Source: an optimization exercise on an open RTL-to-GDS flow (aim: small area, a short achievable clock period and few clock cycles). Production flows keep margins and buffers that such runs may drop.
Only simulation tests tie the RTL to the original design; equivalence was not proved.
Power is estimated from default activity; no workload was simulated.

==> flow/design.v <==
package csgsc_pkg;
  localparam int LIST_DEPTH_DEF = 16;
  localparam int DIST_W = 32;
  localparam int TAG_W = 16;
  localparam int CMD_W = 2;
  localparam int OP_W = 2;
  localparam logic [CMD_W-1:0] CMD_APPEND_A = 2'd0;
  localparam logic [CMD_W-1:0] CMD_APPEND_B = 2'd1;
  localparam logic [CMD_W-1:0] CMD_COMBINE = 2'd2;
  localparam logic [OP_W-1:0] OP_UNION = 2'd0;
  localparam logic [OP_W-1:0] OP_INTER = 2'd1;
  localparam logic [OP_W-1:0] OP_DIFF = 2'd2;
  typedef struct packed {
    logic [CMD_W-1:0] command;
    logic signed [DIST_W-1:0] hit_distance;
    logic [TAG_W-1:0] hit_tag;
  } cmd_beat_t;
  typedef struct packed {
    logic signed [DIST_W-1:0] out_distance;
    logic [TAG_W-1:0] out_tag;
    logic out_valid;
    logic out_last;
    logic overflow;
  } res_beat_t;
  typedef struct packed {
    logic signed [DIST_W-1:0] hit_dist;
    logic [TAG_W-1:0] tag;
  } hit_t;
  typedef struct packed {
    logic append_a;
    logic append_b;
    logic start;
    logic step;
    logic flush;
  } ctl_t;
  typedef struct packed {
    logic walk_done;
    logic step_blocked;
    logic out_can_load;
  } sts_t;
endpackage
module csg_ray_span_combine (
  input  logic                       clk,
  input  logic                       rst,
  input  logic                       cfg_write_en,
  input  logic [csgsc_pkg::OP_W-1:0] cfg_write_data,
  input  logic                       cmd_valid,
  output logic                       cmd_ready,
  input  csgsc_pkg::cmd_beat_t       cmd_beat,
  output logic                       res_valid,
  input  logic                       res_ready,
  output csgsc_pkg::res_beat_t       res_beat
);
  localparam int DW = csgsc_pkg::DIST_W;
  localparam int TW = csgsc_pkg::TAG_W;
  localparam int HW = DW + TW;
  localparam int RW = HW + 3;
  localparam int QD = 3;              
  localparam int QW = $clog2(QD + 1);
  logic          rdy;             
  logic [HW-1:0] mem_a [0:15];
  logic [HW-1:0] mem_b [0:15];
  logic [3:0]    wpa, wpb;        
  logic [3:0]    rpa, rpb;        
  logic [3:0]    rpa2, rpb2;      
  logic [4:0]    occa, occb;      
  logic [4:0]    cna, cnb;        
  logic          drop_new;
  logic [1:0]    bool_op;
  logic signed [DW-1:0] hda0, hda1, hdb0, hdb1;
  logic          cab;             
  logic [4:0]    qla [0:QD-1];
  logic [4:0]    qlb [0:QD-1];
  logic          qovf [0:QD-1];
  logic [QW-1:0] qn;
  logic          wv;              
  logic [4:0]    wla, wlb;        
  logic          a_left, b_left;  
  logic          last1;           
  logic          wovf;
  logic          ina, inb, was_in;
  logic          pv, pfin, pval, povf;
  logic [HW-1:0] phit;
  logic          rfull;           
  logic          sv;              
  logic [RW-1:0] sbeat;
  logic acc, app_a, app_b, push, wr_a, wr_b, drop_a, drop_b;
  logic [HW-1:0] ihit;
  assign ihit  = {cmd_beat.hit_distance, cmd_beat.hit_tag};
  assign acc   = rdy && cmd_valid;
  assign app_a = acc && (cmd_beat.command == csgsc_pkg::CMD_APPEND_A);
  assign app_b = acc && (cmd_beat.command == csgsc_pkg::CMD_APPEND_B);
  assign push  = acc && (cmd_beat.command == csgsc_pkg::CMD_COMBINE);
  assign drop_a = app_a && cna[4];
  assign drop_b = app_b && cnb[4];
  assign wr_a   = app_a && !cna[4];
  assign wr_b   = app_b && !cnb[4];
  logic take_a, go, pop_a, pop_b, empty_c;
  logic kept_a, kept_b, kept, need_slot, fin_now, pcur, emit, wdone, wfree;
  logic ospace;
  function automatic logic inside_f(input logic [1:0] op, input logic a,
                                    input logic b);
    case (op)
      csgsc_pkg::OP_INTER: inside_f = a & b;
      csgsc_pkg::OP_DIFF:  inside_f = a & ~b;
      default:             inside_f = a | b;
    endcase
  endfunction
  assign empty_c = !a_left && !b_left;
  assign take_a  = a_left && (!b_left || cab);
  assign ospace  = !sv;
  assign go      = wv && (!pv || ospace);
  assign pop_a   = go && take_a;
  assign pop_b   = go && !take_a && b_left;
  assign kept_a  = inside_f(bool_op, !ina, inb) != was_in;
  assign kept_b  = inside_f(bool_op, ina, !inb) != was_in;
  assign kept    = !empty_c && (take_a ? kept_a : kept_b);
  assign pcur      = pv && !pfin;
  assign need_slot = empty_c || kept || (last1 && !pcur);
  assign fin_now = go && last1 && !kept;
  assign emit    = pv && ospace && (pfin || (go && need_slot) || fin_now);
  assign wdone   = go && (empty_c || last1);
  assign wfree   = !wv || wdone;
  logic wa_h0, wa_h1, wb_h0, wb_h1;
  assign wa_h0 = wr_a && (pop_a ? (occa == 5'd1) : (occa == 5'd0));
  assign wa_h1 = wr_a && (pop_a ? (occa == 5'd2) : (occa == 5'd1));
  assign wb_h0 = wr_b && (pop_b ? (occb == 5'd1) : (occb == 5'd0));
  assign wb_h1 = wr_b && (pop_b ? (occb == 5'd2) : (occb == 5'd1));
  logic c_a, c_b, c_0;
  assign c_a = hda1 < hdb0;
  assign c_b = hda0 < hdb1;
  assign c_0 = hda0 < hdb0;
  logic [4:0] occa_n, occb_n, cna_n, cnb_n, wla_n, wlb_n;
  logic [QW-1:0] qn_n;
  logic qpop, qpush;
  assign cna_n  = push ? 5'd0 : cna + {4'd0, wr_a};
  assign cnb_n  = push ? 5'd0 : cnb + {4'd0, wr_b};
  assign occa_n = occa + {4'd0, wr_a} - {4'd0, pop_a};
  assign occb_n = occb + {4'd0, wr_b} - {4'd0, pop_b};
  assign qpop   = wfree && qn != '0;
  assign qpush  = push && !(wfree && qn == '0);
  assign qn_n   = qn + QW'(qpush) - QW'(qpop);
  always_comb begin
    if (wfree) begin
      wla_n = qn != '0 ? qla[0] : cna;
      wlb_n = qn != '0 ? qlb[0] : cnb;
    end else begin
      wla_n = wla - {4'd0, pop_a};
      wlb_n = wlb - {4'd0, pop_b};
    end
  end
  logic rdy_n;
  assign rdy_n = (cna_n[4] || !occa_n[4]) && (cnb_n[4] || !occb_n[4]) &&
                 (qn_n != QD);
  logic rload;
  logic [RW-1:0] pbeat;
  assign rload = !rfull || res_ready;
  assign pbeat = {phit, pval, pfin || fin_now, povf};
  always_ff @(posedge clk) begin
    if (wr_a) mem_a[wpa] <= ihit;
    if (wr_b) mem_b[wpb] <= ihit;
    cab <= pop_a ? c_a : pop_b ? c_b : c_0;
    if (wa_h0)      hda0 <= ihit[HW-1:TW];
    else if (pop_a) hda0 <= hda1;
    if (wa_h1)      hda1 <= ihit[HW-1:TW];
    else if (pop_a) hda1 <= mem_a[rpa2][HW-1:TW];
    if (wb_h0)      hdb0 <= ihit[HW-1:TW];
    else if (pop_b) hdb0 <= hdb1;
    if (wb_h1)      hdb1 <= ihit[HW-1:TW];
    else if (pop_b) hdb1 <= mem_b[rpb2][HW-1:TW];
  end
  always_ff @(posedge clk) begin
    if (rst) begin
      rdy <= 1'b1;
      wpa <= '0; wpb <= '0; rpa <= '0; rpb <= '0;
      rpa2 <= 4'd2; rpb2 <= 4'd2;
      occa <= '0; occb <= '0; cna <= '0; cnb <= '0;
      drop_new <= 1'b0;
      bool_op <= csgsc_pkg::OP_UNION;
      qn <= '0;
      wv <= 1'b0;
      pv <= 1'b0;
      rfull <= 1'b0;
      sv <= 1'b0;
    end else begin
      rdy <= rdy_n;
      if (cfg_write_en) bool_op <= cfg_write_data;
      if (wr_a) wpa <= wpa + 4'd1;
      if (wr_b) wpb <= wpb + 4'd1;
      if (pop_a) begin rpa <= rpa + 4'd1; rpa2 <= rpa2 + 4'd1; end
      if (pop_b) begin rpb <= rpb + 4'd1; rpb2 <= rpb2 + 4'd1; end
      occa <= occa_n;
      occb <= occb_n;
      cna <= cna_n;
      cnb <= cnb_n;
      if (push) drop_new <= 1'b0;
      else if (drop_a || drop_b) drop_new <= 1'b1;
      qn <= qn_n;
      if (wfree) wv <= (qn != '0) || push;
      if (go && need_slot) pv <= 1'b1;
      else if (emit) pv <= 1'b0;
      if (rload) rfull <= sv || emit;
      sv <= rload ? (sv && emit) : (sv || emit);
    end
  end
  always_ff @(posedge clk) begin
    for (int i = 0; i < QD; i++) begin
      if (qpush && (int'(qn) - (qpop ? 1 : 0) == i)) begin
        qla[i] <= cna; qlb[i] <= cnb; qovf[i] <= drop_new;
      end else if (qpop && i < QD - 1) begin
        qla[i] <= qla[i+1]; qlb[i] <= qlb[i+1]; qovf[i] <= qovf[i+1];
      end
    end
  end
  always_ff @(posedge clk) begin
    wla <= wla_n;
    wlb <= wlb_n;
    a_left <= wla_n != 5'd0;
    b_left <= wlb_n != 5'd0;
    last1 <= (wla_n == 5'd1 && wlb_n == 5'd0) || (wla_n == 5'd0 && wlb_n == 5'd1);
    if (wfree) begin
      wovf <= qn != '0 ? qovf[0] : drop_new;
      ina <= 1'b0; inb <= 1'b0; was_in <= 1'b0;
    end else if (go && !empty_c) begin
      ina <= ina ^ take_a;
      inb <= inb ^ !take_a;
      was_in <= inside_f(bool_op, ina ^ take_a, inb ^ !take_a);
    end
  end
  always_ff @(posedge clk) begin
    if (go && need_slot) begin
      if (kept) begin
        phit <= take_a ? {hda0, mem_a[rpa][TW-1:0]} : {hdb0, mem_b[rpb][TW-1:0]};
        pval <= 1'b1;
      end else begin
        phit <= '0; pval <= 1'b0;
      end
      povf <= wovf;
      pfin <= empty_c || last1;
    end else if (go && last1) begin
      pfin <= 1'b1;
    end
  end
  always_ff @(posedge clk) begin
    if (rload) res_beat <= sv ? sbeat : pbeat;
    if (emit && !(rload && !sv)) sbeat <= pbeat;
  end
  assign cmd_ready = rdy;
  assign res_valid = rfull;
endmodule
==> flow/run.sh <==
#!/bin/bash
# synth_recipe.tcl (not shown) runs the flow's synth.tcl, then flattens the netlist and writes it again
# the make line also repeats each setting of config.mk as NAME=value (left out here)
make -C /OpenROAD-flow-scripts/flow DESIGN_CONFIG=/design/flow/config.mk WORK_HOME=/design/flow/orfs CLKGATE_MAP_FILE= SYNTH_SCRIPT=/design/flow/synth_recipe.tcl finish
==> flow/config.mk <==
export PLATFORM = sky130hd
export DESIGN_NAME = csg_ray_span_combine
export DESIGN_NICKNAME = csg_ray_span_combine
export VERILOG_FILES = /design/flow/design.v
export SDC_FILE = /design/flow/constraint.sdc
export NUM_CORES = 4
export LEC_CHECK = 0
export CAP_MARGIN = 20
export CORE_MARGIN = 2
export CORE_UTILIZATION = 40
export SLEW_MARGIN = 20
==> flow/constraint.sdc <==
create_clock -name core_clock -period 5.5 [get_ports {clk}]
set_input_delay 1.1000 -clock core_clock [delete_from_list [all_inputs] [get_ports {clk}]]
set_output_delay 1.1000 -clock core_clock [all_outputs]
set_load 0.01 [all_outputs]
==> results of run 1 <==
stage by stage:
stage	hold WS (ps)	util [%]	cell area, um^2
after floorplan	400.3	-	76750
after global routing	450.9	46.23	88020
after CTS	440.5	46.24	88030
final	434.9	46.24	88030
after detailed placement	413.6	42.80	81490
after global placement	405.3	42.81	81510
state kept, by name, indices dropped and copies added (netlist names), 15 cells and up, named ones only:
name,count
hda0,32
hda1,32
hdb0,32
hdb1,32
mem_a,768
mem_b,768
phit,48
qla,15
qlb,15
res_beat,51
sbeat,51
cell families (layout without fill, tap and decap cells):
group / after synthesis / in the layout / share of synthesized area [%]
AO/OA/AOI/OAI: 173 / 173 / 1.394
XOR/XNOR: 46 / 46 / 0.5348
adder cells (fa/ha/maj): 131 / 131 / 2.155
buffers and inverters: 261 / 685 / 1.606
flip-flops: 1938 / 1938 / 74.70
multiplexers: 700 / 700 / 17.44
other: 0 / 5 / 0
AND/OR/NAND/NOR: 368 / 368 / 2.175
worst register-to-register path: stages, from the launching register on:
cell and delay (ps):
sky130_fd_sc_hd__dfxtp_1 350, sky130_fd_sc_hd__nand2_1 120, sky130_fd_sc_hd__and2_4 190, sky130_fd_sc_hd__nand3_2 350
sky130_fd_sc_hd__inv_1 760, sky130_fd_sc_hd__xnor2_1 170, sky130_fd_sc_hd__nand2_2 670, sky130_fd_sc_hd__mux2_2 440
report_power, final:
| part | switching [mW] | internal (mW) |
|---|---|---|
| registers | 0.923 | 17.5 |
| logic | 3.89 | 3.63 |
| clock network | 5.60 | 7.86 |
routing by layer:
layer	vias to the layer above	global-route usage (%)	part of all wire [%]
met5	-	0	0.016
li1	15367	-	-
met1	18941	26.15	45
met2	1081	26.31	45
met3	215	4.473	7.7
met4	6	4.233	1.8
placed cells by master (no fill, tap or decap), drive strengths merged, types with 5 or more instances in the layout:
master and count:
diode 5, nand3 11, nand3b 6, nor3 9, clkinv 76, a21oi 92
mux2 207, dfxtp 87, buf 130, nand4 16, a211oi 10, inv 109
clkdlybuf4s50 85, nand2 164, bufinv 23, ha 129, clkinvlp 6, and4 6
nand2b 16, edfxtp 1851, xor2 24, mux2i 13, clkbuf 256, nor2 108
or3 7, a21o 21, xnor2 22, mux4 480, o21ai 23, and2 5
layout make-up:
type,instances,area share [%]
clock inverter,113,1.448
timing repair buffer,215,2.419
multi-input combinational,1418,20.98
inverter,101,0.4307
clock buffer,256,5.981
sequential,1938,65.16
tap,2511,3.569
antenna,5,0.01421
final timing paths:
path,cells past startpoint,end,slack [ps]
worst max-delay path,16,rdy$_SDFF_PP1_,2080
worst min-delay path,0,povf$_DFFE_PP_,430
worst max register to register,7,hdb0[9]$_DFFE_PP_,2200
worst min register to register,0,povf$_DFFE_PP_,430
==> results_dict.tcl, run 1 <==
set metrics [dict create \
    timing.critical_path.arrival_ps 4130 \
    syn_inst 3617 \
    first_global_vias 36015 \
    cts_made_buffers 199 \
    hold_class "register to register" \
    hold_start "wovf$_DFFE_PN_" \
    routed-via-count 35610 \
    synth_top_cells_by_area "sky130_fd_sc_hd__edfxtp_1, sky130_fd_sc_hd__mux4_2, sky130_fd_sc_hd__mux2_2" \
    worst_setup_path_start_kind "input pin" \
    final_cell_count_no_fill 6557 \
    hold_violations 0 \
    cells_after_dpl 6183 \
    tritoncts "yes" \
    final.period_utilization_pct 62.20 \
    detailedPlace.worstSlack_ps 1289 \
    detail_route.wl_per_cell_um 26.36 \
    grtUsageTotal_pct 17.68 \
    clk_path_buf_depth 3 \
    cts_num_sinks 1938 \
    cp.buffers_inverters 4 \
    io_pins 110 \
    post_cts_resize_count 0 \
    core_region_area_um2 190400 \
    placementRows 160 \
    final_critical_path_setup_slack_ps 2079 \
    critPathKind "input pin to register" \
    power.static_leakage_nw 28.31 \
    io_buffers 109 \
    die_h_um 442.0 \
    final.min_clock_period_ps 3421 \
    most_used_cell_along_the_critical_path "sky130_fd_sc_hd__inv_1" \
    synth_common_cells "sky130_fd_sc_hd__edfxtp_1, sky130_fd_sc_hd__mux4_2, sky130_fd_sc_hd__nand2_1" \
    timing.final.max_slew_violations 0 \
    crit_path_end_kind "register" \
    area_delta_synth_final_pct 14.70 \
    yosys_most_used_dff "sky130_fd_sc_hd__edfxtp_1" \
    synth_area_per_cell_um2 21.22 \
    syn-cell-area_um2 76740 \
    total_power_mw 39.37 \
    grt_remaining_overflow 0 \
    maximum_number_of_pins_on_one_net_before_global_route_repair 93 \
    timing_worst_slew_pin_value_ps 1008 \
    top_family_by_delay_on_critical_path "simple AND/OR/NAND/NOR gates" \
    setup.worst_path.start "cmd_valid" \
    drt_wl_total_um 172900 \
    fraction_of_layout_instances_using_a_drive_strength_above_1_pct 28.46 \
    final.setup.tns_ps 0 \
    synth-seq-area-share_pct 74.70 \
    drc 0 \
    worst-path-max-fanout 3 \
    clock.fmax_mhz 292.3 \
    nFillCells 15686 \
    drt_pass1_iterations 6 \
    final_net_count 4061 \
    reg2reg_from "pv$_SDFFE_PP0P_" \
    initial_core_utilization_pct 40.31 \
    die-width_um 442.0 \
    clock_insertion_delay_worst_skew_ps 830 \
    synth-seq-cells 1938 \
    vdd_ir_drop_max_uv 356.5 \
    post-dp-hpwl_um 103700 \
    drt.antenna.violating_nets 0 \
    cts_post_setup_buffers_inserted 0 \
    multi_input_comb_area_um2 18470 \
    number_of_levels_the_h_tree_was_split_into 4 \
    clk_root_buffer_cell "sky130_fd_sc_hd__clkbuf_16" \
    final-seq-area_um2 57360 \
    drv_cap 0 \
    setup_repair_after_global_routing_missed_its_margin "no" \
    synth_cell_type_count 68 \
    initial_antenna_violation_count 10 \
    fin_skew_ps 27.53 \
    synthMostInstantiatedCell "sky130_fd_sc_hd__edfxtp_1" \
    postCtsHoldBufs 0 \
    required_ps 6210 \
    power_per_cell_area_nw_per_um2 447.3 \
    synth-edff-count 1851 \
    asyncSetResetFlopFracSynth_pct 0 \
    crit_path_cell_trace "clkdlybuf4s50_1 > nand2_1 > nor2_1 > nand3b_1 > ha_1 > inv_1 > ha_1 > inv_1 > fa_1 > inv_1 > a21oi_1 > nor2_1 > or3_1 > a21oi_1 > o21ai_0 > and3_1" \
    run_status "no timing/DRC/antenna violations" \
    synth_area_leader_cell "sky130_fd_sc_hd__edfxtp_1" \
    setup_viol 0 \
    yosys.area.top_type_share_pct 72.43 \
    die_area_um2 195400 \
    grt_first_pass_wirelength_um 252900 \
    mappedNetlistNets 3805 \
    place_congestion 0.7907 \
    initialDrtViolationCount 3559 \
    synth-warning-count 4 \
    critPathMaxStageDelay_ps 490 \
    maxSlewHeadroom_pct 32.61 \
    post_drt_via_cell_ratio 5.431 \
    clk_transition_reported_paths_ps 60 \
    critical-path-slowest-cell "sky130_fd_sc_hd__clkdlybuf4s50_1" \
]
Testbench counts, summed over its fixed seeds: cycles 5,580.
==> run 2: changes to the inputs <==
--- a/flow/design.v
+++ b/flow/design.v
@@ -56,3 +56,2 @@
   localparam int HW = DW + TW;
-  localparam int RW = HW + 3;
   localparam int QD = 3;              
@@ -81,2 +80,3 @@
   logic          ina, inb, was_in;
+  logic          wfin;            
   logic          pv, pfin, pval, povf;
@@ -84,4 +84,2 @@
   logic          rfull;           
-  logic          sv;              
-  logic [RW-1:0] sbeat;
   logic acc, app_a, app_b, push, wr_a, wr_b, drop_a, drop_b;
@@ -99,3 +97,4 @@
   logic kept_a, kept_b, kept, need_slot, fin_now, pcur, emit, wdone, wfree;
-  logic ospace;
+  logic quiet, fin_step;
+  logic rload;
   function automatic logic inside_f(input logic [1:0] op, input logic a,
@@ -110,4 +109,4 @@
   assign take_a  = a_left && (!b_left || cab);
-  assign ospace  = !sv;
-  assign go      = wv && (!pv || ospace);
+  assign rload   = !rfull || res_ready;
+  assign go      = wv && (!pv || rload);
   assign pop_a   = go && take_a;
@@ -117,6 +116,14 @@
   assign kept    = !empty_c && (take_a ? kept_a : kept_b);
+  always_comb begin
+    case (bool_op)
+      csgsc_pkg::OP_INTER: quiet = (!a_left && !ina) || (!b_left && !inb);
+      csgsc_pkg::OP_DIFF:  quiet = (!a_left && !ina) || (!b_left && inb);
+      default:             quiet = (!a_left && ina) || (!b_left && inb);
+    endcase
+  end
+  assign fin_step  = !wfin && (empty_c || last1 || quiet);
   assign pcur      = pv && !pfin;
-  assign need_slot = empty_c || kept || (last1 && !pcur);
-  assign fin_now = go && last1 && !kept;
-  assign emit    = pv && ospace && (pfin || (go && need_slot) || fin_now);
+  assign need_slot = !wfin && (empty_c || kept || (fin_step && !pcur));
+  assign fin_now = go && fin_step && !kept;
+  assign emit    = pv && rload && (pfin || (go && need_slot) || fin_now);
   assign wdone   = go && (empty_c || last1);
@@ -151,9 +158,10 @@
   end
-  logic rdy_n;
-  assign rdy_n = (cna_n[4] || !occa_n[4]) && (cnb_n[4] || !occb_n[4]) &&
-                 (qn_n != QD);
-  logic rload;
-  logic [RW-1:0] pbeat;
-  assign rload = !rfull || res_ready;
-  assign pbeat = {phit, pval, pfin || fin_now, povf};
+  logic rdy_n, a16_n, b16_n, na16_n, nb16_n, qf_n;
+  assign na16_n = !push && (wr_a ? (cna == 5'd15) : cna[4]);
+  assign nb16_n = !push && (wr_b ? (cnb == 5'd15) : cnb[4]);
+  assign a16_n  = wr_a ? (pop_a ? occa[4] : (occa == 5'd15)) : (!pop_a && occa[4]);
+  assign b16_n  = wr_b ? (pop_b ? occb[4] : (occb == 5'd15)) : (!pop_b && occb[4]);
+  assign qf_n   = qpush ? (qpop ? (qn == QW'(QD)) : (qn == QW'(QD - 1)))
+                        : (!qpop && (qn == QW'(QD)));
+  assign rdy_n  = (na16_n || !a16_n) && (nb16_n || !b16_n) && !qf_n;
   always_ff @(posedge clk) begin
@@ -183,3 +191,2 @@
       rfull <= 1'b0;
-      sv <= 1'b0;
     end else begin
@@ -201,4 +208,3 @@
       else if (emit) pv <= 1'b0;
-      if (rload) rfull <= sv || emit;
-      sv <= rload ? (sv && emit) : (sv || emit);
+      if (rload) rfull <= emit;
     end
@@ -223,2 +229,3 @@
       ina <= 1'b0; inb <= 1'b0; was_in <= 1'b0;
+      wfin <= 1'b0;
     end else if (go && !empty_c) begin
@@ -227,2 +234,3 @@
       was_in <= inside_f(bool_op, ina ^ take_a, inb ^ !take_a);
+      if (fin_step) wfin <= 1'b1;
     end
@@ -238,4 +246,4 @@
       povf <= wovf;
-      pfin <= empty_c || last1;
-    end else if (go && last1) begin
+      pfin <= fin_step;
+    end else if (go && fin_step) begin
       pfin <= 1'b1;
@@ -244,4 +252,3 @@
   always_ff @(posedge clk) begin
-    if (rload) res_beat <= sv ? sbeat : pbeat;
-    if (emit && !(rload && !sv)) sbeat <= pbeat;
+    if (emit) res_beat <= {phit, pval, pfin || fin_now, povf};
   end
==> run 2 against run 1 <==
Die area is 2.7% lower. Maximum frequency decreased by 16%. Power down 1.7%. Routed wire length grew 3.6%. Flip-flop and latch count is 51 lower. Highest routed layer is now met4. Area after synthesis fell by 2.7%. Global-route usage is 1.1 points higher. Register-to-register slack worse by 790 ps. Largest power group unchanged. Clock power down 4%.
==> results_dict.tcl, run 2 <==
set metrics [dict create \
    run_status "no timing/DRC/antenna violations" \
    timing.critical_path.arrival_ps 4480 \
    die-width_um 436.1 \
    fin_skew_ps 48.37 \
    drt_pass1_iterations 5 \
    final.setup.tns_ps 0 \
    die_area_um2 190200 \
    routed-via-count 35378 \
    number_of_levels_the_h_tree_was_split_into 4 \
    worst_setup_path_start_kind "register" \
    core_region_area_um2 185400 \
    pwr-share-clk_pct 33.4 \
    crit_path_end_kind "register" \
    layout.cells.most_common_list "sky130_fd_sc_hd__edfxtp_1, sky130_fd_sc_hd__mux4_2, sky130_fd_sc_hd__clkbuf_16" \
    cts_post_setup_buffers_inserted 0 \
    place_congestion 0.8315 \
    final.min_clock_period_ps 4090 \
    die_h_um 436.1 \
    post-dp-hpwl_um 109000 \
    yosys.area.top_type_share_pct 72.38 \
    maxSlewHeadroom_pct 25.07 \
    cts_made_buffers 191 \
    initialDrtViolationCount 3910 \
    power.static_leakage_nw 27.52 \
    synthMostInstantiatedCell "sky130_fd_sc_hd__edfxtp_1" \
    timing_worst_slew_pin_value_ps 1122 \
    drv_cap 0 \
    seq_power_share_pct 46.4 \
    critPathKind "register to register" \
    final.period_utilization_pct 74.36 \
    detail_route.wl_per_cell_um 27.88 \
    synth-seq-area-share_pct 74.72 \
    whs_ps 411.8 \
    synth_common_cells "sky130_fd_sc_hd__edfxtp_1, sky130_fd_sc_hd__mux4_2, sky130_fd_sc_hd__nand2_1" \
    post_drt_via_cell_ratio 5.505 \
    vdd_ir_drop_max_uv 378.1 \
    grtUsageTotal_pct 18.83 \
    setup_repair_after_global_routing_missed_its_margin "no" \
    synth-warning-count 4 \
    total_power_mw 38.69 \
    post_cts_resize_count 0 \
    final_core_util_pct 46.20 \
    reg_top3 "mem_a: 768 flops, mem_b: 768 flops, res_beat: 51 flops" \
    first_global_vias 36024 \
    pwr-share-comb_pct 20.2 \
    synth_top_cells_by_area "sky130_fd_sc_hd__edfxtp_1, sky130_fd_sc_hd__mux4_2, sky130_fd_sc_hd__dfxtp_1" \
    hold_class "register to register" \
    timing.final.max_slew_violations 0 \
    synth_area_per_cell_um2 21.13 \
    placementRows 158 \
    syn-cell-area_um2 74670 \
    required_ps 5890 \
    area_delta_synth_final_pct 14.73 \
    synth_cell_type_count 58 \
    initial_antenna_violation_count 10 \
    io_buffers 109 \
    clock_insertion_delay_worst_skew_ps 830 \
    fraction_of_layout_instances_using_a_drive_strength_above_1_pct 27.99 \
    io_pins 110 \
    synth-seq-cells 1887 \
    final_net_count 3974 \
    asyncSetResetFlopFracSynth_pct 0 \
    clk_root_buffer_cell "sky130_fd_sc_hd__clkbuf_16" \
    clk_path_buf_depth 3 \
    clock.fmax_mhz 244.5 \
    postCtsHoldBufs 0 \
    tritoncts "yes" \
    maximum_number_of_pins_on_one_net_before_global_route_repair 52 \
    grt_remaining_overflow 0 \
    drt_wl_total_um 179200 \
    power_per_cell_area_nw_per_um2 451.6 \
    nFillCells 15506 \
    drt.antenna.violating_nets 0 \
    clk_transition_reported_paths_ps 60 \
    worst-path-max-fanout 50 \
    synth_area_leader_cell "sky130_fd_sc_hd__edfxtp_1" \
    hold_violations 0 \
    final_common_cell "sky130_fd_sc_hd__edfxtp_1" \
    yosys_most_used_dff "sky130_fd_sc_hd__edfxtp_1" \
    setup_viol 0 \
    synth-edff-count 1800 \
    syn_inst 3534 \
    cts_num_sinks 1887 \
    power.switching_mw 10.67 \
    internal_power_mw 28.02 \
    mappedNetlistNets 3724 \
    drc 0 \
    grt_first_pass_wirelength_um 259700 \
    switching_share_pct 27.58 \
    initial_core_utilization_pct 40.27 \
]
-- run 2: changes by cell type after synthesis, sizes merged, moves of 5 or more --
cell    delta
a21o       -8
a21oi      +5
buf       -12
clkbuf    +14
edfxtp    -51
inv        -7
mux2      -51
nand2      -5
nand3      +6
nand4     +10
o21ai     +17
-- run 2: path summary, 6_finish.rpt --
kind / start / endpoint / slack, ps / depth (start not counted)
min: phit[10]$_SDFFCE_PP0P_ / res_beat[13]$_DFFE_PP_ / 410 / 0
min reg2reg: phit[10]$_SDFFCE_PP0P_ / res_beat[13]$_DFFE_PP_ / 410 / 0
max reg2reg: b_left$_DFF_P_ / hdb1[9]$_DFFE_PP_ / 1410 / 9
max: b_left$_DFF_P_ / hdb1[9]$_DFFE_PP_ / 1410 / 9
-- run 2: area by class of cell --
class / count / area (um^2) / area share (%)
Antenna cell: 3 / 7.507 / 0.008762
Clock buffer: 240 / 5046 / 5.890
Clock inverter: 113 / 1214 / 1.417
Inverter: 93 / 349.1 / 0.4074
Multi-Input combinational cell: 1392 / 18090 / 21.12
Sequential cell: 1887 / 55830 / 65.16
Tap cell: 2480 / 3103 / 3.622
Timing Repair Buffer: 219 / 2034 / 2.375
-- run 2: cells by family after synthesis --
kind of cell / Yosys count / share of synthesized area [%]
DFF: 1887 / 74.72
muxes: 647 / 17.27
xor gates and xnor gates: 48 / 0.5630
AOI/OAI and AO/OA: 185 / 1.456
buffers and inverters: 255 / 1.478
adders and majority gates: 133 / 2.249
and+or+nand+nor: 379 / 2.270
-- run 2: stage by stage --
step,setup WS (ps),area [um^2],std cells
after CTS,1405,85670,6424
after detailed placement,912.4,79410,6071
final,1410,85680,6427
after global routing,1092,85670,6425
after floorplan,878.5,74710,3534
after global placement,948.9,79420,6071
-- run 2: worst max-delay path: stages, from the launching register on --
cell	delay, ps
sky130_fd_sc_hd__dfxtp_1	380
sky130_fd_sc_hd__nand2b_1	140
sky130_fd_sc_hd__nand2_2	90
sky130_fd_sc_hd__buf_4	520
sky130_fd_sc_hd__nand4_1	790
sky130_fd_sc_hd__inv_1	480
sky130_fd_sc_hd__o21ai_0	170
sky130_fd_sc_hd__nand2b_2	110
sky130_fd_sc_hd__buf_4	400
sky130_fd_sc_hd__nand2_2	540
-- run 2: power groups by stage --
stage                     Combinational [mW]  Sequential, mW  Clock, mW
after floorplan                         5.49            17.6          0
after detailed placement                7.89            18.3          0
after CTS                               7.93            18.0       13.2
final                                   7.81            17.9       12.9
after global routing                    8.43            18.1       13.7
after global placement                  7.82            18.3          0
-- run 2: metal layers --
layer,up-vias,global-route usage [%],share of wire [%]
met3,238,3.776,6.9
met4,0,5.363,2.4
met2,1125,29.65,48
met1,18994,26.70,43
met5,-,0,0
li1,15021,-,-
Testbench counts of run 2, summed over its fixed seeds: cycles 5,559.
==> run 3: changes to the inputs <==
--- a/flow/config.mk
+++ b/flow/config.mk
@@ -10,2 +10,3 @@
 export CORE_UTILIZATION = 40
+export SETUP_SLACK_MARGIN = 2.6
 export SLEW_MARGIN = 20
==> run 3 against run 2 <==
Clock skew is 23 ps higher. Power up 2.4%. Setup slack gained 1200 ps. Highest routed layer is now met5. Clock power is essentially flat. Clock-buffer cell count decreased by 8. Largest power group unchanged. Final cell count up 1.3%. Worst hold slack worse by 8.1 ps. First-iteration DRC count decreased by 7.0%. Area after synthesis stayed put. Via count increased by 1.0%. Sequential power is essentially flat. Die area unchanged.
==> results_dict.tcl, run 3 <==
set metrics [dict create \
    yosys_most_used_dff "sky130_fd_sc_hd__edfxtp_1" \
    cts_num_sinks 1887 \
    power.static_leakage_nw 28.17 \
    clk_root_buffer_cell "sky130_fd_sc_hd__clkbuf_16" \
    top_family_by_delay_on_critical_path "buffers and inverters" \
    hold_class "register to register" \
    synth_common_cells "sky130_fd_sc_hd__edfxtp_1, sky130_fd_sc_hd__mux4_2, sky130_fd_sc_hd__nand2_1" \
    final_net_count 4058 \
    critPathKind "input pin to register" \
    fraction_of_layout_instances_using_a_drive_strength_above_1_pct 30.22 \
    initialDrtViolationCount 3637 \
    grt_remaining_overflow 0 \
    grt_first_pass_wirelength_um 257900 \
    cells_after_dpl 6078 \
    hold_violations 0 \
    critPathMaxStageDelay_ps 470 \
    grtUsageTotal_pct 18.65 \
    area_delta_synth_final_pct 16.71 \
    maximum_number_of_pins_on_one_net_before_global_route_repair 74 \
    synth-warning-count 4 \
    first_global_vias 35991 \
    io_pins 110 \
    synth_area_per_cell_um2 21.13 \
    clock.fmax_mhz 342.3 \
    run_status "no timing/DRC/antenna violations" \
    number_of_levels_the_h_tree_was_split_into 4 \
    crit_path_cell_trace "clkdlybuf4s50_1 > nand3b_1 > buf_6 > nand4_1 > buf_12 > xnor2_1 > ha_2 > fa_2 > a21oi_1 > nor2_1 > or3_1 > a21oi_1" \
    cts_made_buffers 191 \
    synth-seq-area-share_pct 74.72 \
    vdd_ir_drop_max_uv 376.4 \
    placementRows 158 \
    most_used_cell_along_the_critical_path "sky130_fd_sc_hd__a21oi_1" \
    timing_worst_slew_pin_value_ps 1200 \
    final.period_utilization_pct 53.11 \
    cp.buffers_inverters 3 \
    synth-edff-count 1800 \
    final.setup.tns_ps 0 \
    asyncSetResetFlopFracSynth_pct 0 \
    clock_insertion_delay_worst_skew_ps 860 \
    die-width_um 436.1 \
    maxSlewHeadroom_pct 19.86 \
    core_region_area_um2 185400 \
    drc 0 \
    post-dp-hpwl_um 105900 \
    required_ps 6270 \
    final_common_cell "sky130_fd_sc_hd__edfxtp_1" \
    final.min_clock_period_ps 2921 \
    synthMostInstantiatedCell "sky130_fd_sc_hd__edfxtp_1" \
    synth_cell_type_count 58 \
    nFillCells 15353 \
    synth_top_cells_by_area "sky130_fd_sc_hd__edfxtp_1, sky130_fd_sc_hd__mux4_2, sky130_fd_sc_hd__dfxtp_1" \
    power_per_cell_area_nw_per_um2 454.6 \
    place_congestion 0.8175 \
    syn_inst 3534 \
    timing.critical_path.arrival_ps 3690 \
    drt_pass1_iterations 5 \
    layout.cells.most_common_list "sky130_fd_sc_hd__edfxtp_1, sky130_fd_sc_hd__mux4_2, sky130_fd_sc_hd__clkbuf_16" \
    final_critical_path_setup_slack_ps 2579 \
    fin_skew_ps 71.52 \
    setup_repair_after_global_routing_missed_its_margin "yes" \
    synth_area_leader_cell "sky130_fd_sc_hd__edfxtp_1" \
    tritoncts "yes" \
    detail_route.wl_per_cell_um 27.95 \
    final_cell_count_no_fill 6508 \
    setup_viol 0 \
    syn-cell-area_um2 74670 \
    drt.antenna.violating_nets 0 \
    post_drt_via_cell_ratio 5.490 \
    die_h_um 436.1 \
    die_area_um2 190200 \
    synth-seq-cells 1887 \
    drv_cap 0 \
    crit_path_end_kind "register" \
    timing.final.max_slew_violations 0 \
    mappedNetlistNets 3724 \
    detailedPlace.worstSlack_ps 1067 \
    clk_transition_reported_paths_ps 60 \
    worst-path-max-fanout 5 \
    yosys.area.top_type_share_pct 72.38 \
    worst_setup_path_start_kind "input pin" \
    initial_antenna_violation_count 8 \
    clk_path_buf_depth 3 \
    drt_wl_total_um 181900 \
    routed-via-count 35731 \
    io_buffers 109 \
    critical-path-slowest-cell "sky130_fd_sc_hd__clkdlybuf4s50_1" \
    initial_core_utilization_pct 40.27 \
    reg_top3 "mem_a: 768 flops, mem_b: 768 flops, res_beat: 51 flops" \
]
==> run 3: changes by cell type in the layout (fill, tap and decap cells not counted), moves of 4 or more <==
cell / before / now
sky130_fd_sc_hd__buf_12: 19 / 38
sky130_fd_sc_hd__clkinv_2: 37 / 31
sky130_fd_sc_hd__dlygate4sd2_1: 0 / 7
sky130_fd_sc_hd__nand2_4: 0 / 6
sky130_fd_sc_hd__buf_4: 91 / 132
sky130_fd_sc_hd__clkinv_1: 35 / 40
sky130_fd_sc_hd__clkinvlp_4: 3 / 7
sky130_fd_sc_hd__buf_2: 24 / 19
sky130_fd_sc_hd__a21oi_2: 0 / 10
sky130_fd_sc_hd__nand2_1: 154 / 146
sky130_fd_sc_hd__clkdlybuf4s50_1: 85 / 80
sky130_fd_sc_hd__a21oi_1: 96 / 85
sky130_fd_sc_hd__buf_6: 0 / 11
sky130_fd_sc_hd__nand2_8: 0 / 6
==> run 3: area by class of cell <==
type | count | area, um^2 | area share (%)
flip-flops and latches | 1887 | 55840 | 64.07
multi-input cells | 1398 | 18460 | 21.18
clock buffers | 232 | 4943 | 5.672
well taps | 2480 | 3103 | 3.560
repair buffers | 297 | 3068 | 3.520
clock inverters | 120 | 1388 | 1.592
inverters | 93 | 349.1 | 0.4006
diodes | 1 | 2.502 | 0.002871
==> run 3: repair_timing <==
item,CTS,global route
pin swaps,13,12
hold buffers,0,0
setup endpoints to repair,1615,838
buffers inserted,36,31
gates resized for setup,46,44
gates cloned,4,6
==> run 3: worst paths after layout <==
path | endpoint | depth (start not counted) | slack, ps | start
setup / recovery | occb[4]$_SDFF_PP0_ | 12 | 2580 | res_ready
hold / removal | res_beat[4]$_DFFE_PP_ | 0 | 400 | phit[1]$_SDFFCE_PP0P_
setup reg to reg | occa[4]$_SDFF_PP0_ | 12 | 2600 | pv$_SDFFE_PP0P_
hold reg to reg | res_beat[4]$_DFFE_PP_ | 0 | 400 | phit[1]$_SDFFCE_PP0P_
==> run 3: routing by layer <==
metal | track usage, % | routed length (um) | vias to the layer above
li1 | - | - | 15213
met1 | 27.04 | 79210 | 19142
met2 | 29.61 | 86700 | 1145
met3 | 3.087 | 11810 | 227
met4 | 4.431 | 4123 | 4
met5 | 0 | 26 | -
==> run 3: through the flow <==
stage,area [um^2],hold WS [ps],power (mW),utilization (%)
finish,87150,403.7,39.62,47.00
global route,87150,421.9,41.17,47.00
CTS,86550,402.2,39.55,46.67
detailed placement,79600,404.5,26.10,42.93
global placement,79610,403.8,26.05,42.93
floorplan,75060,400.3,23.14,-
==> run 3: where the power goes <==
group / total, mW / internal [mW] / switching [mW]
registers: 17.8 / 17.0 / 0.798
logic: 8.77 / 4.05 / 4.72
clock network: 13.0 / 7.45 / 5.59
==> run 3: cells by family (layout without fill, tap and decap cells) <==
family | count (synthesis) | count (layout) | share of synthesized area (%)
buffers and inverters | 255 | 742 | 1.478
and+or+nand+nor | 379 | 382 | 2.270
xor gates and xnor gates | 48 | 48 | 0.5630
other | 0 | 1 | 0
muxes | 647 | 647 | 17.27
AOI/OAI and AO/OA | 185 | 188 | 1.456
DFF | 1887 | 1887 | 74.72
adders and majority gates | 133 | 133 | 2.249
==> run 3: worst reg2reg max path: cells and delay by family (launching register included) <==
family	cells	cell delay, ps
and+or+nand+nor	4	750
DFF	1	670
AOI/OAI and AO/OA	2	260
buffers and inverters	3	290
adders and majority gates	3	860
==> run 4: changes to the inputs <==
--- a/flow/design.v
+++ b/flow/design.v
@@ -144,4 +144,9 @@
   assign cnb_n  = push ? 5'd0 : cnb + {4'd0, wr_b};
-  assign occa_n = occa + {4'd0, wr_a} - {4'd0, pop_a};
-  assign occb_n = occb + {4'd0, wr_b} - {4'd0, pop_b};
+  logic [4:0] occa_p, occa_m, occb_p, occb_m;
+  assign occa_p = occa + 5'd1;
+  assign occa_m = occa - 5'd1;
+  assign occb_p = occb + 5'd1;
+  assign occb_m = occb - 5'd1;
+  assign occa_n = pop_a ? (wr_a ? occa : occa_m) : (wr_a ? occa_p : occa);
+  assign occb_n = pop_b ? (wr_b ? occb : occb_m) : (wr_b ? occb_p : occb);
   assign qpop   = wfree && qn != '0;
@@ -149,9 +154,31 @@
   assign qn_n   = qn + QW'(qpush) - QW'(qpop);
+  logic [4:0] la_src, lb_src, wla_m, wlb_m;
+  logic al_n, bl_n, l1_n, al_src, bl_src, l1_src;
+  logic wla1, wlb1, wla2, wlb2;
+  assign la_src = qn != '0 ? qla[0] : cna;
+  assign lb_src = qn != '0 ? qlb[0] : cnb;
+  assign al_src = la_src != 5'd0;
+  assign bl_src = lb_src != 5'd0;
+  assign l1_src = (la_src == 5'd1 && !bl_src) || (lb_src == 5'd1 && !al_src);
+  assign wla_m = wla - 5'd1;
+  assign wlb_m = wlb - 5'd1;
+  assign wla1 = wla == 5'd1;
+  assign wlb1 = wlb == 5'd1;
+  assign wla2 = wla == 5'd2;
+  assign wlb2 = wlb == 5'd2;
   always_comb begin
     if (wfree) begin
-      wla_n = qn != '0 ? qla[0] : cna;
-      wlb_n = qn != '0 ? qlb[0] : cnb;
+      wla_n = la_src; wlb_n = lb_src;
+      al_n = al_src; bl_n = bl_src; l1_n = l1_src;
+    end else if (pop_a) begin
+      wla_n = wla_m; wlb_n = wlb;
+      al_n = !wla1; bl_n = b_left;
+      l1_n = (wla2 && !b_left) || (wla1 && wlb1);
+    end else if (pop_b) begin
+      wla_n = wla; wlb_n = wlb_m;
+      al_n = a_left; bl_n = !wlb1;
+      l1_n = (wlb2 && !a_left) || (wlb1 && wla1);
     end else begin
-      wla_n = wla - {4'd0, pop_a};
-      wlb_n = wlb - {4'd0, pop_b};
+      wla_n = wla; wlb_n = wlb;
+      al_n = a_left; bl_n = b_left; l1_n = last1;
     end
@@ -223,5 +250,5 @@
     wlb <= wlb_n;
-    a_left <= wla_n != 5'd0;
-    b_left <= wlb_n != 5'd0;
-    last1 <= (wla_n == 5'd1 && wlb_n == 5'd0) || (wla_n == 5'd0 && wlb_n == 5'd1);
+    a_left <= al_n;
+    b_left <= bl_n;
+    last1 <= l1_n;
     if (wfree) begin
==> run 4 against run 3 <==
Still clean. Maximum frequency rose by 2.9%. Combinational power down 3.6%. Clock skew decreased by 34 ps. Setup slack better by 82 ps. Flip-flop and latch count did not move. Global-route usage rose by 0.42 points. Clock-buffer cell count up 9. Final cell count up 0.91%. First-iteration DRC count increased by 16%.
==> results_dict.tcl, run 4 <==
set metrics [dict create \
    run_status "no timing/DRC/antenna violations" \
    synth-seq-cells 1887 \
    yosys.area_share.simple_pct 2.635 \
    worst_setup_path_start_kind "input pin" \
    synth-seq-area-share_pct 74.81 \
    final_cell_count_no_fill 6567 \
    tritoncts "yes" \
    number_of_levels_the_h_tree_was_split_into 4 \
    final-seq-area_um2 55960 \
    placementRows 158 \
    cts_num_sinks 1887 \
    reg_top3 "mem_a: 768 flops, mem_b: 768 flops, res_beat: 51 flops" \
    area_delta_synth_final_pct 16.10 \
    multi_input_comb_area_um2 18400 \
    synth-warning-count 4 \
    setup_repair_after_global_routing_missed_its_margin "no" \
    initial_antenna_violation_count 11 \
    layout.cells.most_common_list "sky130_fd_sc_hd__edfxtp_1, sky130_fd_sc_hd__mux4_2, sky130_fd_sc_hd__clkbuf_16" \
    die-width_um 436.3 \
    synth_top_cells_by_area "sky130_fd_sc_hd__edfxtp_1, sky130_fd_sc_hd__mux4_2, sky130_fd_sc_hd__ha_1" \
    mappedNetlistNets 3800 \
    synth_common_cells "sky130_fd_sc_hd__edfxtp_1, sky130_fd_sc_hd__mux4_2, sky130_fd_sc_hd__nand2_1" \
    synth_area_leader_cell "sky130_fd_sc_hd__edfxtp_1" \
    yosys_most_used_dff "sky130_fd_sc_hd__edfxtp_1" \
    placed_cell_area_um2 79840 \
    final_common_cell "sky130_fd_sc_hd__edfxtp_1" \
    die_h_um 436.3 \
    synth_cell_type_count 70 \
    initial_core_utilization_pct 40.27 \
    routed-via-count 36356 \
    post-dp-hpwl_um 111500 \
    crit_path_end_kind "register" \
    clock_insertion_delay_worst_skew_ps 830 \
    detail_route.wl_per_cell_um 27.66 \
    final.period_utilization_pct 51.62 \
    grtUsageTotal_pct 19.07 \
    synth_xor_xnor_area_share_pct 0.5741 \
    grt_remaining_overflow 0 \
    timing.reg2reg.worst_path_depth 9 \
    worst-path-max-fanout 32 \
    vdd_ir_drop_max_uv 275.6 \
    yosys.area_share.adder_pct 2.176 \
    final.min_clock_period_ps 2839 \
    asyncSetResetFlopFracSynth_pct 0 \
    cp.buffers_inverters 3 \
    drt_wl_total_um 181600 \
    power.static_leakage_nw 27.56 \
    power_per_cell_area_nw_per_um2 446.5 \
    hold_class "register to register" \
    timing.critical_path.arrival_ps 3400 \
    cts_made_buffers 192 \
    post_drt_via_cell_ratio 5.536 \
    maxSlewHeadroom_pct 32.03 \
    io_buffers 109 \
    nFillCells 15274 \
    critPathKind "input pin to register" \
    fin_skew_ps 37.16 \
    required_ps 6060 \
    clk_path_buf_depth 3 \
    die_area_um2 190400 \
    synth_area_per_cell_um2 20.69 \
    worst_hold_path_depth 0 \
    syn-cell-area_um2 74750 \
    initialDrtViolationCount 4217 \
    top_family_by_delay_on_critical_path "buffers and inverters" \
    clock.fmax_mhz 352.2 \
    total_stage_count_of_the_critical_path 8 \
    synth-edff-count 1813 \
    final_core_util_pct 46.75 \
    place_congestion 0.8060 \
    hold_violations 0 \
    setup_viol 0 \
    clk_root_buffer_cell "sky130_fd_sc_hd__clkbuf_16" \
    maximum_number_of_pins_on_one_net_before_global_route_repair 77 \
    drv_cap 0 \
    drc 0 \
    drt_pass1_iterations 6 \
    synth_top_family_by_area "multiplexers" \
    io_pins 110 \
    grt_first_pass_wirelength_um 264700 \
    first_global_vias 36804 \
    critical-path-slowest-cell "sky130_fd_sc_hd__clkdlybuf4s50_1" \
    muxShareOfSynthArea_pct 16.43 \
    fraction_of_layout_instances_using_a_drive_strength_above_1_pct 28.53 \
    synth-compound-area-share_pct 1.891 \
    synthMostInstantiatedCell "sky130_fd_sc_hd__edfxtp_1" \
    cells_after_dpl 6154 \
    clk_transition_reported_paths_ps 60 \
    syn_inst 3613 \
    drt.antenna.violating_nets 0 \
    timing.final.max_slew_violations 0 \
    yosys.area.top_type_share_pct 72.83 \
    final_cell_area_um2 86780 \
    postCtsHoldBufs 0 \
    timing_worst_slew_pin_value_ps 1018 \
    crit_path_cell_trace "clkdlybuf4s50_1 > nand3b_1 > or3_4 > inv_8 > nand3_4 > a21oi_4 > buf_12 > mux2_2" \
    final_net_count 4116 \
    core_region_area_um2 185600 \
    final.setup.tns_ps 0 \
    critPathMaxStageDelay_ps 450 \
]
## run 4: worst reg2reg max path: cells and delay by family, from the launching register on
| kind | cells | cell delay (ps) |
|---|---|---|
| AO/OA/AOI/OAI | 3 | 910 |
| adder cells (fa/ha/maj) | 1 | 250 |
| buffers and inverters | 2 | 440 |
| flip-flops | 1 | 390 |
| AND/OR/NAND/NOR | 3 | 520 |
## run 4: through the flow
stage	total power [mW]	worst slack (ps)	hold WS [ps]
final	38.75	2661	416.1
after global routing	40.34	2574	422.2
after CTS	38.96	2558	418.8
after detailed placement	26.19	1202	405.2
after global placement	26.15	1328	406.1
after floorplan	23.11	1806	400.3
## run 4: worst paths after layout
check	from	end	slack, ps
setup / recovery	cmd_beat[48]	hda1[11]$_DFFE_PP_	2660
hold / removal	phit[43]$_SDFFCE_PP0P_	res_beat[46]$_DFFE_PP_	420
setup reg to reg	bool_op[1]$_SDFFE_PP0P_	res_beat[41]$_DFFE_PP_	2690
hold reg to reg	phit[43]$_SDFFCE_PP0P_	res_beat[46]$_DFFE_PP_	420
## run 4: cell families (layout without fill, tap and decap cells)
family | Yosys count | count (layout)
muxes | 612 | 612
adders and majority gates | 130 | 130
buffers and inverters | 264 | 732
and+or+nand+nor | 443 | 446
DFF | 1887 | 1887
xor gates and xnor gates | 49 | 49
AOI/OAI and AO/OA | 228 | 228
other | 0 | 3
## run 4: area by class of cell
cell class | count | area share [%]
inverter | 94 | 0.4282
tap | 2480 | 3.576
sequential | 1887 | 64.49
clock inverter | 108 | 1.110
clock buffer | 241 | 5.878
antenna | 3 | 0.008650
multi-input combinational | 1465 | 21.21
timing repair buffer | 289 | 3.307
## run 4: power by group
group	switching, mW	total [mW]	internal [mW]	leakage (nW)
clock network	5.46	12.6	7.10	2.93
logic	4.84	8.45	3.60	7.60
registers	0.663	17.7	17.1	17.0
## run 4: metal layers
| metal | up-vias | routed length [um] | share of wire, % | track usage, % |
|---|---|---|---|---|
| li1 | 15460 | - | - | - |
| met1 | 19423 | 81570 | 45 | 28.67 |
| met2 | 1260 | 83400 | 46 | 28.67 |
| met3 | 213 | 13070 | 7.2 | 3.529 |
| met4 | 0 | 3581 | 2.0 | 4.928 |
| met5 | - | 0 | 0 | 0 |
## run 4: what timing repair did
action	4_1_cts	5_1_grt
setup buffers	29	25
setup endpoints to repair	1207	790
pin swaps	16	5
gates resized for setup	76	37
cloned	4	3
Testbench counts of run 4, summed over its fixed seeds: cycles 5,559.
==> run 5: changes to the inputs <==
==> flow/flow/run.sh (new file) <==
#!/bin/bash
# Standard layout, with the port buffers made from buf_4 instead of the
# slow delay buffer buffer_ports picks by default.
set -euo pipefail
export BUFFER_PORTS_ARGS="-buffer_cell sky130_fd_sc_hd__buf_4"
bash standard.sh > standard_flow.log 2>&1
==> flow/standard.sh (new file) <==
#!/bin/bash
# synth_recipe.tcl (not shown) runs the flow's synth.tcl, then flattens the netlist and writes it again
# the make line also repeats each setting of config.mk as NAME=value (left out here)
make -C /OpenROAD-flow-scripts/flow DESIGN_CONFIG=/design/flow/config.mk WORK_HOME=/design/flow/orfs CLKGATE_MAP_FILE= SYNTH_SCRIPT=/design/flow/synth_recipe.tcl "${@:-finish}"
removed: flow/run.sh
==> run 5 against run 4 <==
Critical path depth shrank 1. Critical endpoint is now mem_b[7][43]$_DFFE_PP_. Via count shrank 0.12%. Clock power grew 5%.
==> results_dict.tcl, run 5 <==
set metrics [dict create \
    run_status "no timing/DRC/antenna violations" \
    drc 0 \
    required_ps 5950 \
    synth_area_leader_cell "sky130_fd_sc_hd__edfxtp_1" \
    r2r_end "res_beat[40]$_DFFE_PP_" \
    whs_ps 412.0 \
    synth_area_per_cell_um2 20.69 \
    initial_antenna_violation_count 11 \
    diodes 0 \
    yosys_most_used_dff "sky130_fd_sc_hd__edfxtp_1" \
    hold_violations 0 \
    number_of_levels_the_h_tree_was_split_into 4 \
    place_congestion 0.8594 \
    hold_start "phit[3]$_SDFFCE_PP0P_" \
    post-dp-hpwl_um 104000 \
    top_family_by_delay_on_critical_path "simple AND/OR/NAND/NOR gates" \
    area_delta_synth_final_pct 16.08 \
    setup_repair_after_global_routing_missed_its_margin "yes" \
    timing.critical_path.arrival_ps 3320 \
    min_delay_worst_endpoint "res_beat[6]$_DFFE_PP_" \
    multi_input_comb_area_um2 18400 \
    reg_top3 "mem_a: 768 flops, mem_b: 768 flops, res_beat: 51 flops" \
    worst_setup_path_start_kind "input pin" \
    asyncSetResetFlopFracSynth_pct 0 \
    final.setup.tns_ps 0 \
    grt_remaining_overflow 0 \
    timing.reg2reg.worst_path_depth 10 \
    worst-path-max-fanout 39 \
    yosys.area.top_type_share_pct 72.83 \
    setup.worst_path.start "cmd_beat[49]" \
    timing.final.max_slew_violations 0 \
    die_area_um2 190400 \
    syn-cell-area_um2 74750 \
    tritoncts "yes" \
    fin_skew_ps 29.70 \
    nFillCells 15322 \
    crit_path_end_kind "register" \
    grt_first_pass_wirelength_um 262600 \
    final-seq-area_um2 55970 \
    timing_worst_slew_pin_value_ps 1171 \
    final_core_util_pct 46.74 \
    critPathKind "input pin to register" \
    mappedNetlistNets 3800 \
    die_h_um 436.3 \
    power.switching_mw 10.88 \
    drt.antenna.violating_nets 0 \
    maximum_number_of_pins_on_one_net_before_global_route_repair 75 \
    synthMostInstantiatedCell "sky130_fd_sc_hd__edfxtp_1" \
    power.static_leakage_nw 27.61 \
    pwr-share-clk_pct 33.6 \
    total_stage_count_of_the_critical_path 7 \
    detail_route.wl_per_cell_um 27.91 \
    synth_cell_type_count 70 \
    die-width_um 436.3 \
    hold_class "register to register" \
    reg2reg_from "bool_op[0]$_SDFFE_PP0P_" \
    io_buffers 109 \
    power_per_cell_area_nw_per_um2 454.3 \
    clk_root_buffer_cell "sky130_fd_sc_hd__clkbuf_16" \
    maxSlewHeadroom_pct 21.81 \
    setup_viol 0 \
    cts_made_buffers 193 \
    synth-seq-cells 1887 \
    grtUsageTotal_pct 18.99 \
    clk_transition_reported_paths_ps 60 \
    placementRows 158 \
    clk_path_buf_depth 3 \
    clock_insertion_delay_worst_skew_ps 830 \
    synth-warning-count 4 \
    first_global_vias 36757 \
    internal_power_mw 28.53 \
    drt_wl_total_um 182400 \
    final.period_utilization_pct 52.24 \
    worst_hold_path_depth 0 \
    critPathMaxStageDelay_ps 400 \
    synth_common_cells "sky130_fd_sc_hd__edfxtp_1, sky130_fd_sc_hd__mux4_2, sky130_fd_sc_hd__nand2_1" \
    io_pins 110 \
    synth-edff-count 1813 \
    fraction_of_layout_instances_using_a_drive_strength_above_1_pct 30.69 \
    seq_power_share_pct 45.1 \
    final.min_clock_period_ps 2873 \
    clock.fmax_mhz 348.0 \
    rrSetupSlack_ps 2660 \
    cts_num_sinks 1887 \
    core_region_area_um2 185600 \
    synth_top_cells_by_area "sky130_fd_sc_hd__edfxtp_1, sky130_fd_sc_hd__mux4_2, sky130_fd_sc_hd__ha_1" \
    vdd_ir_drop_max_uv 292.5 \
    final_net_count 4077 \
    drt_pass1_iterations 7 \
    post_drt_via_cell_ratio 5.557 \
    initialDrtViolationCount 4015 \
    detailedPlace.worstSlack_ps 1492 \
    synth-seq-area-share_pct 74.81 \
    pwr-share-comb_pct 21.3 \
    final_critical_path_setup_slack_ps 2627 \
    routed-via-count 36311 \
    drv_cap 0 \
    critical-path-slowest-cell "sky130_fd_sc_hd__nor2_4" \
    postCtsHoldBufs 0 \
    layout.cells.most_common_list "sky130_fd_sc_hd__edfxtp_1, sky130_fd_sc_hd__mux4_2, sky130_fd_sc_hd__clkbuf_16" \
    final_common_cell "sky130_fd_sc_hd__edfxtp_1" \
    initial_core_utilization_pct 40.27 \
    switching_share_pct 27.61 \
    syn_inst 3613 \
    cp.buffers_inverters 3 \
    crit_path_cell_trace "buf_4 > nand4b_1 > nor2_4 > buf_4 > nand2_4 > nor2_4 > buf_8" \
]
run 5: cell count changes in the layout (fill, tap and decap cells not counted), sizes merged, moves of 2 or more:
cell	delta
buf	+50
bufinv	+12
clkbuf	+12
clkdlybuf4s50	-65
clkinv	-18
clkinvlp	+5
diode	-3
dlygate4sd2	-26
nor2	+2
run 5: worst max-delay path by stage:
stage | endpoint | slack [ps]
6_report | mem_b[7][43]$_DFFE_PP_ | 2630
5_1_grt | res_beat[12]$_DFFE_PP_ | 2570
4_1_cts | hdb0[28]$_DFFE_PP_ | 2490
3_5_place_dp | hda0[14]$_DFFE_PP_ | 1490
3_3_place_gp | hda1[3]$_DFFE_PP_ | 1410
2_1_floorplan | hdb0[0]$_DFFE_PP_ | 1810
run 5: stage by stage:
stage | instance area [um^2] | power [mW] | cells
floorplan | 75250 | 23.11 | 3613
global placement | 79280 | 25.86 | 6112
detailed placement | 79330 | 25.93 | 6114
CTS | 86240 | 39.52 | 6498
global route | 86770 | 40.96 | 6534
finish | 86770 | 39.42 | 6534
run 5: kinds of logic after synthesis:
family / Yosys count / synth area share (%)
buffers and inverters: 264 / 1.481
and+or+nand+nor: 443 / 2.635
muxes: 612 / 16.43
xor gates and xnor gates: 49 / 0.5741
AOI/OAI and AO/OA: 228 / 1.891
adders and majority gates: 130 / 2.176
DFF: 1887 / 74.81
run 5: worst register-to-register path: stages (launching register included):
cell and delay [ps]:
sky130_fd_sc_hd__dfxtp_2 330, sky130_fd_sc_hd__inv_1 60, sky130_fd_sc_hd__ha_4 250, sky130_fd_sc_hd__nor2_2 80
sky130_fd_sc_hd__nor2_1 50, sky130_fd_sc_hd__o221a_4 300, sky130_fd_sc_hd__or3b_4 390, sky130_fd_sc_hd__a41o_4 280
sky130_fd_sc_hd__a211oi_4 300, sky130_fd_sc_hd__buf_12 250, sky130_fd_sc_hd__clkbuf_16 260
run 5: power by group through the flow:
stage	Sequential (mW)	Combinational [mW]	Clock, mW
floorplan	17.7	5.41	0
global placement	18.2	7.63	0
detailed placement	18.2	7.71	0
CTS	17.8	8.18	13.5
global route	17.9	9.01	14.1
finish	17.8	8.40	13.2
run 5: timing repair:
action	in CTS	in global routing
setup endpoints to repair	463	523
pin swaps	9	11
gates cloned	6	6
setup buffers	19	29
resized for setup	36	26
run 5: layout make-up:
| class | count | area share [%] |
|---|---|---|
| clock buffer | 253 | 6.068 |
| sequential | 1887 | 64.50 |
| timing repair buffer | 246 | 2.848 |
| clock inverter | 106 | 1.350 |
| inverter | 94 | 0.4499 |
| multi-input combinational | 1468 | 21.21 |
| tap | 2480 | 3.576 |
run 5: metal layers:
layer / GRT usage (%) / up-vias / share of wire (%)
met2: 30.99 / 1268 / 49
li1: - / 15416 / -
met3: 2.973 / 244 / 6.5
met5: 0 / - / 0.0071
met4: 4.694 / 2 / 2.4
met1: 26.80 / 19381 / 42
==> run 6: changes to the inputs <==
--- a/flow/design.v
+++ b/flow/design.v
@@ -135,6 +135,21 @@
   assign wb_h1 = wr_b && (pop_b ? (occb == 5'd2) : (occb == 5'd1));
+  function automatic logic lt_f(input logic [DW-1:0] a, input logic [DW-1:0] b);
+    logic [DW-1:0] l, e;
+    logic [DW-1:0] a2, b2;
+    a2 = {~a[DW-1], a[DW-2:0]};
+    b2 = {~b[DW-1], b[DW-2:0]};
+    l = ~a2 & b2;
+    e = ~(a2 ^ b2);
+    for (int w = 1; w < DW; w = w * 2) begin
+      for (int i = 0; i + w < DW; i = i + 2 * w) begin
+        l[i] = l[i + w] | (e[i + w] & l[i]);
+        e[i] = e[i + w] & e[i];
+      end
+    end
+    lt_f = l[0];
+  endfunction
   logic c_a, c_b, c_0;
-  assign c_a = hda1 < hdb0;
-  assign c_b = hda0 < hdb1;
-  assign c_0 = hda0 < hdb0;
+  assign c_a = lt_f(hda1, hdb0);
+  assign c_b = lt_f(hda0, hdb1);
+  assign c_0 = lt_f(hda0, hdb0);
   logic [4:0] occa_n, occb_n, cna_n, cnb_n, wla_n, wlb_n;
--- a/flow/config.mk
+++ b/flow/config.mk
@@ -10,3 +10,5 @@
 export CORE_UTILIZATION = 40
-export SETUP_SLACK_MARGIN = 2.6
+export CTS_CLUSTER_DIAMETER = 100
+export CTS_CLUSTER_SIZE = 30
+export SETUP_SLACK_MARGIN = 3.0
 export SLEW_MARGIN = 20
==> run 6 against run 5 <==
Clock power down 47%. Clock-buffer cell count shrank 167. Largest power group unchanged. Area after synthesis hardly changed. Setup slack improved by 74 ps. Design area is 1.2% lower. Non-clock buffer count up 107. Via count grew 2.8%. Sequential share of layout area up 0.79 points. Power down 13%. Maximum frequency rose by 2.6%. Register-to-register slack improved by 100 ps.
==> results_dict.tcl, run 6 <==
set metrics [dict create \
    clk_root_buffer_cell "sky130_fd_sc_hd__clkbuf_16" \
    final.period_utilization_pct 50.90 \
    yosys.area.top_type_share_pct 72.82 \
    clk_path_buf_depth 3 \
    cts_num_sinks 1887 \
    initial_core_utilization_pct 40.27 \
    run_status "no timing/DRC/antenna violations" \
    detailedPlace.worstSlack_ps 1674 \
    grt_first_pass_wirelength_um 278900 \
    worst-path-max-fanout 18 \
    asyncSetResetFlopFracSynth_pct 0 \
    synthMostInstantiatedCell "sky130_fd_sc_hd__edfxtp_1" \
    first_global_vias 36196 \
    die_h_um 436.3 \
    synth-seq-cells 1887 \
    setup_viol 0 \
    maxSlewHeadroom_pct 16.68 \
    timing_worst_slew_pin_value_ps 1250 \
    syn-cell-area_um2 74760 \
    number_of_levels_the_h_tree_was_split_into 3 \
    yosys_most_used_dff "sky130_fd_sc_hd__edfxtp_1" \
    drt_pass1_iterations 5 \
    final_critical_path_setup_slack_ps 2701 \
    clock.fmax_mhz 357.2 \
    drc 0 \
    maximum_number_of_pins_on_one_net_before_global_route_repair 66 \
    reg_top3 "mem_a: 768 flops, mem_b: 768 flops, res_beat: 51 flops" \
    syn_inst 3588 \
    mappedNetlistNets 3776 \
    synth_area_per_cell_um2 20.84 \
    synth_common_cells "sky130_fd_sc_hd__edfxtp_1, sky130_fd_sc_hd__mux4_2, sky130_fd_sc_hd__nand2_1" \
    place_congestion 0.8037 \
    placementRows 158 \
    drt_wl_total_um 207700 \
    core_region_area_um2 185600 \
    initialDrtViolationCount 5017 \
    setup_repair_after_global_routing_missed_its_margin "yes" \
    hold_class "register to register" \
    vdd_ir_drop_max_uv 334.2 \
    critPathKind "input pin to register" \
    nFillCells 15250 \
    required_ps 5870 \
    routed-via-count 37338 \
    fin_skew_ps 44.01 \
    drt.antenna.violating_nets 0 \
    clk_transition_reported_paths_ps 100 \
    post_drt_via_cell_ratio 5.808 \
    synth_area_leader_cell "sky130_fd_sc_hd__edfxtp_1" \
    synth-edff-count 1813 \
    power.static_leakage_nw 27.24 \
    cts_made_buffers 74 \
    grtUsageTotal_pct 20.64 \
    io_pins 110 \
    initial_antenna_violation_count 11 \
    fraction_of_layout_instances_using_a_drive_strength_above_1_pct 32.05 \
    clock_insertion_delay_worst_skew_ps 740 \
    crit_path_end_kind "register" \
    die_area_um2 190400 \
    detail_route.wl_per_cell_um 32.30 \
    timing.critical_path.arrival_ps 3170 \
    drv_cap 0 \
    grt_remaining_overflow 0 \
    final_net_count 4114 \
    final.min_clock_period_ps 2799 \
    synth_top_cells_by_area "sky130_fd_sc_hd__edfxtp_1, sky130_fd_sc_hd__mux4_2, sky130_fd_sc_hd__ha_1" \
    tritoncts "yes" \
    die-width_um 436.3 \
    power_per_cell_area_nw_per_um2 399.0 \
    io_buffers 109 \
    hold_violations 0 \
    final_common_cell "sky130_fd_sc_hd__edfxtp_1" \
    layout.cells.most_common_list "sky130_fd_sc_hd__edfxtp_1, sky130_fd_sc_hd__mux4_2, sky130_fd_sc_hd__buf_4" \
    synth-seq-area-share_pct 74.80 \
    timing.final.max_slew_violations 0 \
    worst_setup_path_start_kind "input pin" \
    total_power_mw 34.20 \
    post-dp-hpwl_um 99500 \
    synth_cell_type_count 63 \
    area_delta_synth_final_pct 14.66 \
    synth-warning-count 4 \
    final.setup.tns_ps 0 \
]
## run 6: changes by cell type in the layout (fill, tap and decap cells not counted), moves of 21 or more
cell	before	now
sky130_fd_sc_hd__o21ai_1	1	32
sky130_fd_sc_hd__bufinv_16	23	2
sky130_fd_sc_hd__o21ai_0	58	26
sky130_fd_sc_hd__clkbuf_1	48	9
sky130_fd_sc_hd__clkinv_1	31	0
sky130_fd_sc_hd__clkbuf_16	204	91
sky130_fd_sc_hd__buf_12	31	85
sky130_fd_sc_hd__clkinv_2	29	0
sky130_fd_sc_hd__mux2_4	0	97
sky130_fd_sc_hd__and2_4	1	70
sky130_fd_sc_hd__mux2_2	120	25
## run 6: critical path, stage by stage
cell	delay [ps]
sky130_fd_sc_hd__buf_4	100
sky130_fd_sc_hd__nand2_1	70
sky130_fd_sc_hd__or4_4	530
sky130_fd_sc_hd__nor3_4	270
sky130_fd_sc_hd__buf_4	270
sky130_fd_sc_hd__and2_2	800
## run 6: cell type report
type	count	area, um^2	share of cell area (%)
flip-flops and latches	1887	55970	65.29
multi-input cells	1516	19580	22.84
repair buffers	353	4511	5.262
well taps	2480	3103	3.620
clock buffers	86	1961	2.287
inverters	93	394.1	0.4598
clock inverters	11	192.7	0.2248
repair inverters	1	8.758	0.01022
diodes	2	5.005	0.005838
## run 6: what timing repair did
| item | 4_1_cts | 5_1_grt |
|---|---|---|
| endpoints found under the setup margin | 1901 | 1339 |
| gates cloned | 63 | 42 |
| hold buffers | 0 | 0 |
| pin swaps | 31 | 21 |
| resized for setup | 134 | 64 |
| hold endpoints to repair | 0 | 0 |
| buffers inserted | 95 | 77 |
## run 6: path summary, 6_finish.rpt
check / slack, ps / cells past startpoint / start / end
worst min register to register: 430 / 0 / phit[43]$_SDFFCE_PP0P_ / res_beat[46]$_DFFE_PP_
worst max register to register: 2760 / 5 / rdy$_SDFF_PP1_ / mem_a[2][37]$_DFFE_PP_
worst max-delay path: 2700 / 6 / cmd_valid / mem_a[2][37]$_DFFE_PP_
worst min-delay path: 430 / 0 / phit[43]$_SDFFCE_PP0P_ / res_beat[46]$_DFFE_PP_
## run 6: kinds of logic (layout without fill, tap and decap cells)
kind of cell | Yosys count | in the layout | synth area share, %
AOI/OAI and AO/OA | 235 | 243 | 1.923
muxes | 619 | 619 | 16.52
buffers and inverters | 261 | 544 | 1.456
adders and majority gates | 131 | 131 | 2.192
DFF | 1887 | 1887 | 74.80
and+or+nand+nor | 411 | 479 | 2.586
other | 0 | 2 | 0
xor gates and xnor gates | 44 | 44 | 0.5155
## run 6: per-layer routing
layer  vias up  global-route usage [%]  share of wire [%]
met5         -                       0             0.0063
met4         2                   4.688                2.4
met3       204                   4.663                9.8
met2      1679                   32.29                 48
met1     20058                   29.57                 40
li1      15395                       -                  -
## run 6: power breakdown
| group | internal (mW) | switching [mW] |
|---|---|---|
| clock | 2.70 | 4.31 |
| sequential | 17.0 | 0.605 |
| combinational | 4.51 | 5.08 |
| total | 24.2 | 9.99 |
## run 6: stage by stage
stage                     hold slack (ps)  instance area [um^2]  utilization, %  std cells
after global routing                431.7                 85720           46.18       6427
after detailed placement            404.5                 79300           42.72       6053
final                               427.9                 85720           46.18       6429
after floorplan                     400.3                 75780               -       3588
after global placement              401.6                 79300           42.72       6053
after CTS                           430.9                 83900           45.20       6308
Testbench counts of run 6, summed over its fixed seeds: cycles 5,559.

## static timing again, ports no longer ideal
Ports are ideal in the flow. The routed layouts listed here were re-timed in OpenROAD. Step 1 sets driving cells, clkbuf_16 on the clock port and buf_2 on the other inputs (assumed; they add their load-dependent delay and slew). Step 2 times the ports against the registers' clock, not the clock port: input delays grow and output delays shrink by t, the midpoint of the rising clock arrivals with the driver on. Slacks: ideal / step 1 / step 2; pairs: ideal / step 1.
| run | t, ns | setup slack, ns | cell pins on the clock port's net |
|---|---|---|---|
| run 1 | 0.901 | 2.079 / 2.130 / 1.229 | 1 |
| run 2 | 0.880 | 1.410 / 1.410 / 0.847 | 1 |
| run 3 | 0.902 | 2.579 / 2.595 / 1.727 | 1 |
| run 4 | 0.893 | 2.661 / 2.588 / 1.821 | 1 |
| run 5 | 0.889 | 2.627 / 2.660 / 1.789 | 1 |
| run 6 | 0.808 | 2.701 / 2.722 / 1.913 | 1 |
After both steps every run listed still meets setup and hold. The setup slack of run 3, which loses most, moves by +0.016 ns with the drivers and by -0.852 ns with both steps.
